From an optimization exercise on the open Yosys and OpenROAD flow, aimed at small area, a short achievable clock period and few clock cycles per item; shortcuts taken in it are not production practice.
At most, simulation tests tie the RTL to the original design; equivalence was not proved.
No activity file was given, so power comes from the tool's default toggle rates.

## tablet_adaptive_delta_decoder_unit
module tablet_adaptive_delta_decoder_unit
#(
    parameter int TOOLS     = TOOLS_DEF,
    parameter int SHIFT_MAX = SHIFT_MAX_DEF
) (
    input  logic        clk,
    input  logic        rst_n,
    input  logic        din_valid,
    output logic        din_ready,
    input  logic        din_action,
    input  logic        din_tool,
    input  logic [2:0]  din_channel,
    input  logic [4:0]  din_raw_code,
    input  logic [15:0] din_load_value,
    input  logic [3:0]  din_load_shift,
    output logic        dout_valid,
    input  logic        dout_ready,
    output logic [15:0] dout_value,
    output logic [3:0]  dout_step_out,
    output logic        dout_held,
    input  logic        psel,
    input  logic        penable,
    input  logic        pwrite,
    input  logic [2:0]  paddr,
    input  logic [31:0] pwdata,
    output logic [31:0] prdata,
    output logic        pready
);
    logic [15:0] max_x_reg, max_y_reg;
    logic        cfg_wr;
    assign pready = 1'b1;
    assign cfg_wr = psel && penable && pwrite;
    assign prdata = {16'd0, (paddr[2] == REG_MAX_Y) ? max_y_reg : max_x_reg};
    always_ff @(posedge clk or negedge rst_n)
    begin
        if (!rst_n)
        begin
            max_x_reg <= 16'hffff;
            max_y_reg <= 16'hffff;
        end
        else if (cfg_wr)
        begin
            if (paddr[2] == REG_MAX_X)
                max_x_reg <= pwdata[15:0];
            else
                max_y_reg <= pwdata[15:0];
        end
    end
    logic s1_valid_reg, out_valid_reg;
    logic out_free, s1_adv;
    assign out_free  = !out_valid_reg || dout_ready;
    assign s1_adv    = s1_valid_reg && out_free;
    assign din_ready = !s1_valid_reg || out_free;
    always_ff @(posedge clk or negedge rst_n)
    begin
        if (!rst_n)
        begin
            s1_valid_reg  <= 1'b0;
            out_valid_reg <= 1'b0;
        end
        else
        begin
            if (din_ready)
                s1_valid_reg <= din_valid;
            if (out_free)
                out_valid_reg <= s1_valid_reg;
        end
    end
  ...
clock: 10.0 ns
lec_check: 0
abc_clock_period_in_ps: 4000
cap_margin: 20
core_margin: 2
core_utilization: 40
setup_slack_margin: 5
slew_margin: 20
run.sh (not shown) runs the stock make flow with config.mk's settings and CLKGATE_MAP_FILE= SYNTH_SCRIPT=/design/flow/synth_recipe.tcl, a recipe that flattens the netlist after the stock synthesis.
Then changed:
Settings changed: ABC_CLOCK_PERIOD_IN_PS 4000 to unset, SETUP_SLACK_MARGIN 5 to unset.
After rerunning: The changed run passed the timing, DRC and antenna checks; total power falls by 14%; register-to-register slack got worse by 1900 ps; sequential power stays flat; combinational power goes down by 34%; count of clock-buffer cells in the layout is unchanged; hold slack barely changes; synthesized area stays the same; first-iteration DRC count is lower by 10%; routed wire length is lower by 8.8%; global-route usage decreases by 1.5 points.
Function was not checked in any run of this note: the RTL went through the layout flow alone.


tablet_adaptive_delta_decoder_unit, a different RTL version from the one above (not shown whole).
Size: ~1700 cells after synthesis, ~130 I/O pins, roughly 0.020 mm2 of cells after synthesis.
export LEC_CHECK = 0
export ABC_CLOCK_PERIOD_IN_PS = 4000
export CAP_MARGIN = 20
export CORE_MARGIN = 2
export CORE_UTILIZATION = 40
export CTS_BUF_LIST = sky130_fd_sc_hd__clkbuf_8
export CTS_CLUSTER_DIAMETER = 60
export CTS_CLUSTER_SIZE = 16
export SETUP_SLACK_MARGIN = 5
export SLEW_MARGIN = 20
create_clock -name core_clock -period 10.0 [get_ports {clk}]
standard.sh (not shown) runs the stock make flow with config.mk's settings and CLKGATE_MAP_FILE= SYNTH_SCRIPT=/design/flow/synth_recipe.tcl, a recipe that flattens the netlist after the stock synthesis.
==> flow/flow/run.sh <==
#!/bin/bash
# The standard layout, with synthesis leaving adders to abc instead of
# mapping them to the half and full adder cells first.
export ADDER_MAP_FILE=
bash standard.sh > standard.log 2>&1
Testbench counts at the start, summed over its fixed seeds: cycles 24,016, items 24,000.
Rerun with:
- ABC_AREA: default -> 1
What happened: Worst setup slack improved by 0.019 ns; routed wire length rises by 4.6%; design area rises by 1.4%; non-clock buffer count falls by 46; clock skew rises by 0.017 ns.
Rerun with:
==> flow/run.sh (new file) <==
#!/bin/bash
# synth_recipe.tcl (not shown) runs the flow's synth.tcl, then flattens the netlist and writes it again
# the make line also repeats each setting of config.mk as NAME=value (left out here)
make -C /OpenROAD-flow-scripts/flow DESIGN_CONFIG=/design/flow/config.mk WORK_HOME=/design/flow/orfs CLKGATE_MAP_FILE= SYNTH_SCRIPT=/design/flow/synth_recipe.tcl finish
- ABC_AREA: 1 -> default
- CTS_BUF_LIST: sky130_fd_sc_hd__clkbuf_8 -> default
- CTS_CLUSTER_DIAMETER: 60 -> default
- CTS_CLUSTER_SIZE: 16 -> default
removed: flow/flow/run.sh
removed: flow/standard.sh
Effect:
- wire length came out lower by 5.2%
- cell count came out lower by 25%
- synthesized cell count goes down by 35%
- clock power climbs by 44%
- via count decreases by 17%
- hold slack gets worse by 0.0050 ns
- clock skew falls by 0.028 ns
- design area grows by 3.9%
- register-to-register slack is worse by 0.49 ns

-- what the ideal ports hide --
No port has a modelled driver above. Below, the same layouts with a new extraction and two added sets of constraints.
Step 1 sets driving cells, clkbuf_16 on the clock port and buf_2 on the other inputs (assumed; they add their load-dependent delay and slew).
Step 2, shift: input delay + t, output delay - t, t = (earliest + latest rising clock arrival at the registers) / 2. This alone moves slack from input paths to output paths.
a / b / c = ideal ports / drivers / drivers and shift; a / b = the first two.
run	t (ns)	slack for setup (ns)	hold WS [ns]	worst data-port slew with drivers (ns)
the first run of note 1	0.633	3.765 / 3.765 / 3.765	0.478 / 0.478 / 0.478	0.07
the second run of note 1	0.643	1.903 / 1.903 / 1.903	0.480 / 0.480 / 0.480	0.07
the first run of note 2	0.663	5.022 / 4.964 / 4.509	0.481 / 0.481 / 0.481	0.07
the second run of note 2	0.679	5.042 / 4.996 / 4.689	0.483 / 0.483 / 0.483	0.06
the third run of note 2	0.616	4.876 / 4.876 / 4.558	0.478 / 0.478 / 0.478	0.06
After both steps setup and hold are still met in every run listed. For the first run of note 2, which loses most, drivers alone change the setup slack by -0.058 ns; drivers and shift together by -0.513 ns.
